Context: an optimization exercise on an open-source flow, tuned for small area and a short achievable clock period. The choices shown serve that exercise and are no tape-out recipe.

zinc:
==> flow/design.v (excerpt) <==
module position_ledger #(
    parameter int SYMBOL_WIDTH = 32,
    parameter int VOLUME_WIDTH = 32,
    parameter int POS_WIDTH    = 48,
    parameter int NUM_SLOTS    = 16,
    parameter int SLOT_W       = $clog2(NUM_SLOTS)
) (
    input  wire logic                    clk,
    input  wire logic                    rst_n,
    input  wire logic                    upd_valid,
    input  wire logic [SYMBOL_WIDTH-1:0] upd_symbol,
    input  wire logic [VOLUME_WIDTH-1:0] upd_quantity,
    input  wire logic                    upd_side,
    input  wire logic [POS_WIDTH-2:0]    pos_limit,
    input  wire logic                    clear,
    input  wire logic                    qry_valid,
    input  wire logic [SYMBOL_WIDTH-1:0] qry_symbol,
    output logic                         qry_resp_valid,
    output logic                         qry_found,
    output logic [POS_WIDTH-1:0]         qry_position,
    output logic                         rpt_valid,
    output logic [SYMBOL_WIDTH-1:0]      rpt_symbol,
    output logic [POS_WIDTH-1:0]         rpt_position,
    output logic [SLOT_W-1:0]            rpt_slot,
    output logic                         rpt_breach,
    output logic                         table_full,
    output logic [SLOT_W:0]              used_slots,
    output logic [31:0]                  drop_count,
    output logic [31:0]                  breach_count
);
Size: ~6,500 cells after synthesis, about 360 I/O pins.
export LEC_CHECK = 0
export CAP_MARGIN = 20
export CORE_MARGIN = 2
export CORE_UTILIZATION = 40
export SETUP_SLACK_MARGIN = 5
export SLEW_MARGIN = 20
create_clock -name core_clock -period 13.0 [get_ports {clk}]
standard.sh (not shown) runs the stock make flow with config.mk's settings and CLKGATE_MAP_FILE= SYNTH_SCRIPT=/design/flow/synth_recipe.tcl, a recipe that flattens the netlist after the stock synthesis.
==> flow/flow/run.sh <==
#!/bin/bash
set -euo pipefail
MARGIN=8.3
EXTRA="MATCH_CELL_FOOTPRINT=0 'BUFFER_PORTS_ARGS=-buffer_cell sky130_fd_sc_hd__buf_4' 'CTS_ARGS=-sink_clustering_enable -repair_clock_nets -dont_use_dummy_load'"
sed -E \
  -e "s/SETUP_SLACK_MARGIN=[^ ']+/SETUP_SLACK_MARGIN=${MARGIN}/" \
  -e "s/\"\\$\\{@:-finish\\}\"/${EXTRA} \"\${@:-finish}\"/" \
  standard.sh > standard_tight.sh
grep -q "SETUP_SLACK_MARGIN=${MARGIN}" standard_tight.sh
grep -q "dont_use_dummy_load" standard_tight.sh
bash standard_tight.sh > make_finish.log 2>&1
The flow did not stop early for zinc: all stages ran, and the layout cleared the timing, design-rule and antenna checks.
Inputs modified between zinc and garnet:
diff --git a/flow/flow/run.sh b/flow/flow/run.sh
--- a/flow/flow/run.sh
+++ b/flow/flow/run.sh
@@ -3,3 +3,3 @@
 MARGIN=8.3
-EXTRA="MATCH_CELL_FOOTPRINT=0 'BUFFER_PORTS_ARGS=-buffer_cell sky130_fd_sc_hd__buf_4' 'CTS_ARGS=-sink_clustering_enable -repair_clock_nets -dont_use_dummy_load'"
+EXTRA="MATCH_CELL_FOOTPRINT=0 'BUFFER_PORTS_ARGS=-buffer_cell sky130_fd_sc_hd__buf_2' 'CTS_ARGS=-sink_clustering_enable -repair_clock_nets -dont_use_dummy_load -buf_list sky130_fd_sc_hd__clkbuf_8'"
 sed -E \
diff --git a/flow/config.mk b/flow/config.mk
--- a/flow/config.mk
+++ b/flow/config.mk
@@ -9,3 +9,3 @@
 export CORE_MARGIN = 2
-export CORE_UTILIZATION = 40
+export CORE_UTILIZATION = 50
 export SETUP_SLACK_MARGIN = 5
Notes after the runs:
[compare] base=zinc new=garnet: level count of the clock H-tree higher; final net count higher; worst path buffer plus inverter count higher. Looking only at fraction of area in non-clock buffers, and setting everything else aside, the lower value of zinc and garnet goes to garnet. Looking at the reports, garnet completed the entire flow and the layout it produced met the timing, design-rule and antenna checks. zinc -> garnet: hold buffer count at cts delta 0, exact match. garnet ended up with sky130_fd_sc_hd__nand4_1 as its cell with the largest stage delay on the worst path; zinc ended up with sky130_fd_sc_hd__mux2_4. Of the two values seen for start point of the critical path, upd_symbol[27] was produced by garnet and upd_symbol[10] by zinc.
No functional check of the RTL was part of any run of this note.

[afterwards: timing with drivers on the ports]
Ports are ideal in the flow. The routed layouts listed here were re-timed in OpenROAD.
Step 1 sets driving cells, clkbuf_16 on the clock port and buf_2 on the other inputs (assumed; they add their load-dependent delay and slew).
Step 2, shift: input delay + t, output delay - t, t = (earliest + latest rising clock arrival at the registers) / 2. This alone moves slack from input paths to output paths.
Three values: ideal, step 1, step 2; two values: the first two.
| run | t, ns | setup slack, ns | clock arrival spread, ns | slew at the worst register clock pin (ns) | worst slew at a driven data input, ns |
|---|---|---|---|---|---|
| zinc | 0.898 | 8.044 / 8.052 / 7.154 | 0.090 / 0.090 | 0.07 / 0.07 | 0.30 |
| garnet | 1.123 | 8.076 / 8.074 / 6.982 | 0.103 / 0.103 | 0.07 / 0.07 | 0.11 |
After both steps every run listed still meets setup and hold. The setup slack of garnet, which loses most, moves by -0.002 ns with the drivers and by -1.094 ns with both steps.
